Context: an optimization exercise on an open-source flow, tuned for small area, a short achievable clock period and few clock cycles per item. The choices shown serve that exercise and are no tape-out recipe.
Only the layout flow was run in this run; the RTL was not checked for function there.
No activity file was given, so power comes from the tool's default toggle rates.

==> flow/design.v <==
package corePkg;
    typedef logic [31:0] dataWord;
    typedef logic [31:0] instrWord;
    typedef logic [4:0]  regAddr;
    typedef logic [4:0]  shiftAmt;
    typedef logic [5:0]  opcodeField;
    typedef logic [5:0]  functField;
    localparam opcodeField OpRType = 6'h00;
    localparam opcodeField OpAddi  = 6'h08;
    localparam opcodeField OpAddiu = 6'h09;
    localparam opcodeField OpSlti  = 6'h0A;
    localparam opcodeField OpAndi  = 6'h0C;
    localparam opcodeField OpOri   = 6'h0D;
    localparam opcodeField OpXori  = 6'h0E;
    localparam opcodeField OpLui   = 6'h0F;
    localparam functField FnSll  = 6'h00;
    localparam functField FnSrl  = 6'h02;
    localparam functField FnSra  = 6'h03;
    localparam functField FnAdd  = 6'h20;
    localparam functField FnAddu = 6'h21;
    localparam functField FnSub  = 6'h22;
    localparam functField FnSubu = 6'h23;
    localparam functField FnAnd  = 6'h24;
    localparam functField FnOr   = 6'h25;
    localparam functField FnXor  = 6'h26;
    localparam functField FnNor  = 6'h27;
    localparam functField FnSlt  = 6'h2A;
    typedef enum logic [3:0] {
        AluAdd,
        AluSub,
        AluAnd,
        AluOr,
        AluXor,
        AluNor,
        AluSlt,
        AluSll,
        AluSrl,
        AluSra,
        AluLui
    } aluOp;
endpackage
module instrDecoder (
    input  corePkg::instrWord instr,
    output logic     supported,
    output corePkg::aluOp     op,
    output logic     useImm,
    output logic     signExtend,
    output corePkg::regAddr   srcA,
    output corePkg::regAddr   srcB,
    output corePkg::regAddr   dest
);
    corePkg::opcodeField opcode;
    corePkg::functField  funct;
    assign opcode = instr[31:26];
    assign funct  = instr[5:0];
    assign srcA = instr[25:21];
    assign srcB = instr[20:16];
    always_comb begin
        supported  = 1'b0;
        op         = corePkg::AluAdd;
        useImm     = 1'b0;
        signExtend = 1'b0;
        dest       = instr[15:11];
        case (opcode)
            corePkg::OpRType: begin
                supported = 1'b1;
                case (funct)
                    corePkg::FnAdd, corePkg::FnAddu: op = corePkg::AluAdd;
                    corePkg::FnSub, corePkg::FnSubu: op = corePkg::AluSub;
                    corePkg::FnAnd:         op = corePkg::AluAnd;
                    corePkg::FnOr:          op = corePkg::AluOr;
                    corePkg::FnXor:         op = corePkg::AluXor;
                    corePkg::FnNor:         op = corePkg::AluNor;
                    corePkg::FnSlt:         op = corePkg::AluSlt;
                    corePkg::FnSll:         op = corePkg::AluSll;
                    corePkg::FnSrl:         op = corePkg::AluSrl;
                    corePkg::FnSra:         op = corePkg::AluSra;
                    default:       supported = 1'b0;
                endcase
            end
            corePkg::OpAddi, corePkg::OpAddiu: begin
                supported  = 1'b1;
                op         = corePkg::AluAdd;
                useImm     = 1'b1;
                signExtend = 1'b1;
                dest       = instr[20:16];
            end
            corePkg::OpSlti: begin
                supported  = 1'b1;
                op         = corePkg::AluSlt;
                useImm     = 1'b1;
                signExtend = 1'b1;
                dest       = instr[20:16];
            end
            corePkg::OpAndi, corePkg::OpOri, corePkg::OpXori: begin
                supported = 1'b1;
                useImm    = 1'b1;
                dest      = instr[20:16];
                if (opcode == corePkg::OpAndi)
                    op = corePkg::AluAnd;
                else if (opcode == corePkg::OpOri)
                    op = corePkg::AluOr;
                else
                    op = corePkg::AluXor;
            end
            corePkg::OpLui: begin
                supported = 1'b1;
                op        = corePkg::AluLui;
                useImm    = 1'b1;
                dest      = instr[20:16];
            end
            default: supported = 1'b0;
        endcase
    end
endmodule
module regFile (
    input  logic    clk,
    input  logic    rst,
    input  corePkg::regAddr  readAddrA,
    input  corePkg::regAddr  readAddrB,
    output corePkg::dataWord readDataA,
    output corePkg::dataWord readDataB,
    input  logic    writeEn,
    input  corePkg::regAddr  writeAddr,
    input  corePkg::dataWord writeData
);
    corePkg::dataWord regs [1:31];
    function automatic logic [31:0] readPort(input logic [4:0] addr);
        if (addr == '0)
            readPort = '0;
        else if (writeEn && writeAddr == addr)
            readPort = writeData;
        else
            readPort = regs[addr];
    endfunction
    assign readDataA = readPort(readAddrA);
    assign readDataB = readPort(readAddrB);
    always_ff @(posedge clk) begin
        if (rst) begin
            for (int i = 1; i < 32; i++) begin
                regs[i] <= '0;
            end
        end else if (writeEn && writeAddr != '0) begin
            regs[writeAddr] <= writeData;
        end
    end
endmodule
module decodeStage (
    input  logic     clk,
    input  logic     rst,
    input  corePkg::instrWord instr,
    input  logic     instrValid,
    output logic     instrReady,
    input  logic     stageAdvance,
    input  logic     regWrite,
    input  corePkg::regAddr   regWriteAddr,
    input  corePkg::dataWord  regWriteData,
    output logic     decValid,
    output corePkg::aluOp     decOp,
    output corePkg::dataWord  opA,
    output corePkg::dataWord  opB,
    output corePkg::dataWord  decImm,
    output logic     decUseImm,
    output corePkg::shiftAmt  decShamt,
    output corePkg::regAddr   decDest
);
    corePkg::instrWord decInstr;
    logic     decHeld;
    logic     supported;
    logic     signExtend;
    corePkg::regAddr   srcA;
    corePkg::regAddr   srcB;
    corePkg::dataWord  rfDataA;
    corePkg::dataWord  rfDataB;
    assign instrReady = stageAdvance || !decHeld;
    always_ff @(posedge clk) begin
        if (rst) begin
            decHeld <= 1'b0;
        end else if (instrReady) begin
            decHeld <= instrValid;
        end
    end
    always_ff @(posedge clk) begin
        if (instrReady && instrValid) begin
            decInstr <= instr;
        end
    end
    instrDecoder decoder0 (
        .instr      (decInstr),
        .supported  (supported),
        .op         (decOp),
        .useImm     (decUseImm),
        .signExtend (signExtend),
        .srcA       (srcA),
        .srcB       (srcB),
        .dest       (decDest)
    );
    regFile regFile0 (
        .clk       (clk),
        .rst       (rst),
        .readAddrA (srcA),
        .readAddrB (srcB),
        .readDataA (rfDataA),
        .readDataB (rfDataB),
        .writeEn   (regWrite),
        .writeAddr (regWriteAddr),
        .writeData (regWriteData)
    );
    assign opA = rfDataA;
    assign opB = rfDataB;
    assign decImm = signExtend ? {{16{decInstr[15]}}, decInstr[15:0]}
                               : {16'h0000, decInstr[15:0]};
    assign decShamt = decInstr[10:6];
    assign decValid = decHeld && supported;
endmodule
module executeStage (
    input  corePkg::aluOp    decOp,
    input  corePkg::dataWord opA,
    input  corePkg::dataWord opB,
    input  corePkg::dataWord decImm,
    input  logic    decUseImm,
    input  corePkg::shiftAmt decShamt,
    output corePkg::dataWord aluResult
);
    corePkg::dataWord operandB;
    logic    lessThan;
    assign operandB = decUseImm ? decImm : opB;
    assign lessThan = $signed(opA) < $signed(operandB);
    always_comb begin
        case (decOp)
            corePkg::AluAdd: begin
                aluResult = opA + operandB;
            end
            corePkg::AluSub: begin
                aluResult = opA - operandB;
            end
            corePkg::AluAnd: begin
                aluResult = opA & operandB;
            end
            corePkg::AluOr: begin
                aluResult = opA | operandB;
            end
            corePkg::AluXor: begin
                aluResult = opA ^ operandB;
            end
            corePkg::AluNor: begin
                aluResult = ~(opA | operandB);
            end
            corePkg::AluSlt: begin
                aluResult = {31'b0, lessThan};
            end
            corePkg::AluSll: begin
                aluResult = opB << decShamt;
            end
            corePkg::AluSrl: begin
                aluResult = opB >> decShamt;
            end
            corePkg::AluSra: begin
                aluResult = corePkg::dataWord'($signed(opB) >>> decShamt);
            end
            corePkg::AluLui: begin
                aluResult = {decImm[15:0], 16'h0000};
            end
            default: begin
                aluResult = '0;
            end
        endcase
    end
endmodule
module resultStage (
    input  logic    clk,
    input  logic    rst,
    input  logic    decValid,
    input  corePkg::regAddr  decDest,
    input  corePkg::dataWord aluResult,
    input  logic    wbReady,
    output corePkg::regAddr  wbReg,
    output corePkg::dataWord wbData,
    output logic    wbValid,
    output logic    stageAdvance,
    output logic    regWrite,
    output corePkg::regAddr  regWriteAddr,
    output corePkg::dataWord regWriteData
);
    assign stageAdvance = !wbValid || wbReady;
    always_ff @(posedge clk) begin
        if (rst) begin
            wbValid <= 1'b0;
        end else if (stageAdvance) begin
            wbValid <= decValid;
        end
    end
    always_ff @(posedge clk) begin
        if (stageAdvance) begin
            wbReg  <= decDest;
            wbData <= aluResult;
        end
    end
    assign regWrite     = wbValid && wbReady;
    assign regWriteAddr = wbReg;
    assign regWriteData = wbData;
endmodule
module aluCore (
    input  logic     clk,
    input  logic     rst,
    input  corePkg::instrWord instr,
    input  logic     instrValid,
    output logic     instrReady,
    output corePkg::regAddr   wbReg,
    output corePkg::dataWord  wbData,
    output logic     wbValid,
    input  logic     wbReady
);
    logic    decValid;
    corePkg::aluOp    decOp;
    corePkg::dataWord opA;
    corePkg::dataWord opB;
    corePkg::dataWord decImm;
    logic    decUseImm;
    corePkg::shiftAmt decShamt;
    corePkg::regAddr  decDest;
    corePkg::dataWord aluResult;
    logic    stageAdvance;
    logic    regWrite;
    corePkg::regAddr  regWriteAddr;
    corePkg::dataWord regWriteData;
    decodeStage decode0 (
        .clk          (clk),
        .rst          (rst),
        .instr        (instr),
        .instrValid   (instrValid),
        .instrReady   (instrReady),
        .stageAdvance (stageAdvance),
        .regWrite     (regWrite),
        .regWriteAddr (regWriteAddr),
        .regWriteData (regWriteData),
        .decValid     (decValid),
        .decOp        (decOp),
        .opA          (opA),
        .opB          (opB),
        .decImm       (decImm),
        .decUseImm    (decUseImm),
        .decShamt     (decShamt),
        .decDest      (decDest)
    );
    executeStage execute0 (
        .decOp     (decOp),
        .opA       (opA),
        .opB       (opB),
        .decImm    (decImm),
        .decUseImm (decUseImm),
        .decShamt  (decShamt),
        .aluResult (aluResult)
    );
    resultStage result0 (
        .clk          (clk),
        .rst          (rst),
        .decValid     (decValid),
        .decDest      (decDest),
        .aluResult    (aluResult),
        .wbReady      (wbReady),
        .wbReg        (wbReg),
        .wbData       (wbData),
        .wbValid      (wbValid),
        .stageAdvance (stageAdvance),
        .regWrite     (regWrite),
        .regWriteAddr (regWriteAddr),
        .regWriteData (regWriteData)
    );
endmodule
==> flow/run.sh <==
#!/bin/bash
# synth_recipe.tcl (not shown) runs the flow's synth.tcl, then flattens the netlist and writes it again
# the make line also repeats each setting of config.mk as NAME=value (left out here)
make -C /OpenROAD-flow-scripts/flow DESIGN_CONFIG=/design/flow/config.mk WORK_HOME=/design/flow/orfs CLKGATE_MAP_FILE= SYNTH_SCRIPT=/design/flow/synth_recipe.tcl finish
==> flow/config.mk <==
export PLATFORM = sky130hd
export DESIGN_NAME = aluCore
export DESIGN_NICKNAME = aluCore
export VERILOG_FILES = /design/flow/design.v
export SDC_FILE = /design/flow/constraint.sdc
export NUM_CORES = 4
export LEC_CHECK = 0
export CAP_MARGIN = 20
export CORE_MARGIN = 2
export CORE_UTILIZATION = 40
export SLEW_MARGIN = 20
==> flow/constraint.sdc <==
create_clock -name core_clock -period 6.0 [get_ports {clk}]
set_input_delay 1.2000 -clock core_clock [delete_from_list [all_inputs] [get_ports {clk}]]
set_output_delay 1.2000 -clock core_clock [all_outputs]
set_load 0.01 [all_outputs]
==> notes.md <==
[flip-flops by register name, indices dropped and copies added, names as in the netlist, named ones only]
register / cells
decode0.decInstr: 32
result0.wbValid: 1
result0.wbData: 32
decode0.regFile0.regs: 1024
decode0.decHeld: 1
result0.wbReg: 5
[worst max path at each step]
stage	from	endpoint	slack, ps	cells past startpoint
finish	register	result0.wbData[31]$_DFFE_PP_	120	22
global route	register	result0.wbData[30]$_DFFE_PP_	-40	25
CTS	register	result0.wbData[30]$_DFFE_PP_	0.7	21
detailed placement	wbReady	result0.wbData[0]$_DFFE_PP_	-740	28
global placement	wbReady	result0.wbData[0]$_DFFE_PP_	-750	28
floorplan	register	result0.wbData[30]$_DFFE_PP_	70	26
[report_power, final]
group	leakage, nW	internal (W)	switching, W	total (W)
clock network	1.94	0.00428	0.00338	0.00766
registers	11.4	0.00897	0.000568	0.00954
logic	16.3	0.00311	0.00512	0.00823
total	29.7	0.0164	0.00906	0.0254
[metal layers]
layer | GRT usage | vias up
met2 | 0.476 | 3389
met4 | 0.170 | 10
met1 | 0.426 | 26113
met3 | 0.0744 | 713
li1 | - | 20945
met5 | 0 | -
[tightest hold or removal path: stages (launching register included)]
cell	delay (ps)
dfxtp_1	350
a21oi_1	70
nor2_1	70
[what timing repair did]
| action | in CTS | in global routing |
|---|---|---|
| pin swaps | 0 | 6 |
| endpoints found under the setup margin | 9 | 11 |
| gates cloned | 1 | 6 |
| setup buffers | 2 | 13 |
| resized for setup | 28 | 71 |
| endpoints found under the hold margin | 0 | 0 |
[area by class of cell]
class / instances / area, um^2 / area share
Sequential cell: 1105 / 33100 / 0.413
Clock buffer: 143 / 3110 / 0.0388
Antenna cell: 12 / 30.0 / 0.000375
Timing Repair Buffer: 721 / 6600 / 0.0824
Multi-Input combinational cell: 3576 / 33100 / 0.414
Tap cell: 2218 / 2780 / 0.0347
Inverter: 115 / 432 / 0.00539
Clock inverter: 81 / 897 / 0.0112
[kinds of logic (layout without fill, tap and decap cells)]
group                    Yosys count  count (layout)
other                              1              44
AND/OR/NAND/NOR                 1784            1784
XOR/XNOR                          28              28
flip-flops                      1105            1105
AO/OA/AOI/OAI                    841             841
buffers and inverters            644            1060
multiplexers                     786             786
adder cells (fa/ha/maj)          105             105
[placed cells by master, fill, tap and decap left out, types with 18 or more instances in the layout]
master,Yosys,routed
a211o_1,18,18
a211oi_1,47,40
a21o_1,34,34
a21oi_1,227,212
a222oi_1,18,18
and2_1,954,954
buf_12,1,48
buf_4,20,568
clkbuf_1,411,22
clkbuf_16,0,127
clkdlybuf4s50_1,0,74
clkinv_1,2,27
clkinv_2,0,26
conb_1,1,32
edfxtp_1,1093,1093
ha_1,103,103
inv_1,113,111
mux2_2,42,41
mux2i_1,135,135
mux4_2,599,599
nand2_1,276,267
nand3_1,37,36
nor2_1,222,186
nor2_4,0,34
nor3_1,126,125
nor4_1,21,19
o211ai_1,30,30
o21ai_0,161,154
o21ai_1,25,30
o21bai_1,24,23
o221ai_1,18,18
o22ai_1,26,25
or2_2,56,56
xnor2_1,25,25
[metrics by stage]
stage / instances / TNS, ps / cell area [um^2]
CTS: 7940 / 0 / 79500
global placement: 7712 / -5750 / 75300
floorplan: 5325 / 0 / 68400
detailed placement: 7713 / -5610 / 75300
global route: 7960 / -89.2 / 80100
finish: 7971 / 0 / 80100
==> notes.md <==
simple logic cell fraction of the synthesized area 0.143; met1 WL roughly 110000 um; hold slack 532 ps; ANT nets after route 0; Place WS -741 ps; Worst Setup End Kind register; CP startpoint kind register; final hold violations 0; final worst path period share 0.979; peak supply drop 267 uV; gpl congestion 1.02; critical path class register to register; Netlist cell types 96; FF-to-FF path depth 22; highest achievable clock rate 0.170 GHz; first-pass GRT wire length 390000 um; nets 5781; setup violators final 0; Primary FF master, synth edfxtp_1; fillcell total 14.9k; worst setup margin 124 ps; slowest CP cell mux4_2; r2r setup slk 120 ps; CORE AREA 169000 um^2; Crit path max-delay family compound AO/OA/AOI/OAI gates; width of the die 417 um; Power, Total 0.0254 W; Max Fanout on Critical Path 10; Ports 75; CTS H-tree lvls 3; clk buf depth 3; TritonCTS Buffers 121; Worst R2R End result0.wbData[31]$_DFFE_PP_; Initial Util 0.403; Hold Startpoint decode0.decHeld$_SDFFE_PP0N_; synthesized flop and latch total approximately 1.1k; worst skew pair latency between 800 and 900 ps; max cap viols 0; DRC 0; 1st-iter DRT viols 8069; Hold Buf Count CTS 0; Clock Skew 91.3 ps; Hold Crit Endpoint result0.wbValid$_SDFFE_PP0P_; detailed placement HPWL 190000 um; vias per cell between 6 and 7; mux cell area share after synthesis 0.228; CP bufs+invs 6; Synth Instances between 5k and 6k; die area 174000 um^2; All-Layer GR Usage 0.317; length of routed met2 wiring ~120000 um; Synth Cell Area roughly 68000 um^2; pwr/cell area 318 nW/um^2; CTS Sinks 1105; ys async rst share 0; Pre-antenna DRT Iters 9; Root Buffer clkbuf_16; Crit path required time 6570 ps; WL/cell 35.0 um; CP Data Arrival Time 6440 ps; CTS tree built; gr ovfl total 0; post-synth top area share 0.481; Clock transition at path regs 60 ps; Hold Path Stages 2; Pleak roughly 30 nW; combinational family with the most area after synthesis multiplexers; via count of the first global-routing pass 50.2k; most common cell in the netlist edfxtp_1; mean area per synthesized cell 12.9 um^2; fin util 0.473; critical path, cell by cell buf_4 > buf_8 > buf_16 > buf_12 > buf_12 > mux4_2 > mux4_2 > nand2_1 > a21oi_1 > a21oi_1 > nor2_1 > ha_1 > nand4_1 > buf_4 > o21ai_0 > o21ai_1 > a21oi_2 > nand3_1 > a311oi_2 > xor2_1 > a221oi_1 > o21ai_1; most frequent cells after synthesis edfxtp_1 (1093), and2_1 (954), mux4_2 (599), clkbuf_1 (411), nand2_1 (276); Final Critical Period 5880 ps; number of synthesized flops with an enable pin roughly 1.1k; P&R area growth vs syn 17.3%; Warnings, synthesis 5; Worst-Margin Slew 1030 ps; Worst path max stage delay 550 ps; layout cells sized above 1 0.288; Post-Synth Adder-Cell Area 0.0195; final wirelength about 280000 um; RSZ-0062 raised after global routing true; synth top area cells edfxtp_1 (48%), mux4_2 (20%), and2_1 (8.7%); Tightest Hold Check Type register to register; port bufs 74; Site Rows 151; run status finished clean; post-synth top area cell edfxtp_1; Synth Area in Compound Gates 0.0824; post-synthesis xor/xnor area fraction 0.00359; pin count of the biggest net entering global routing between 50 and 60; Pins Over Slew Limit 0; initial antenna violation count 21; Slew HR 0.312; met3 wire len 30700 um; post-synthesis sequential area ratio 0.484; die height 417 um; top routing layer used met5; Via Count 51.2k

[port drivers added, routing unchanged]
How much do the figures lean on ideal ports? The routed layout below was timed once more, with nothing changed but the port constraints. Step 1, drivers: a clkbuf_16 drives clk and a buf_2 each remaining input, both assumed. Step 2 adds t to the input delays and takes it off the output delays; t is the mean of the earliest and latest rising clock arrival at the registers after step 1. Input paths then give back, and output paths get back, about the clock's delay inside the block. Three values: ideal, step 1, step 2; two values: the first two.
shift t [ns]: 0.875
setup WS [ns]: 0.124 / 0.124 / -0.574
worst setup path at the end: input to register
worst register clock-pin slew, ns: 0.07 / 0.07
cell pins on the clock port's net: 1
With both steps, setup timing fails in this run, where it was met with ideal ports. The setup slack of this run moves by 0.000 ns with the drivers and by -0.698 ns with both steps.
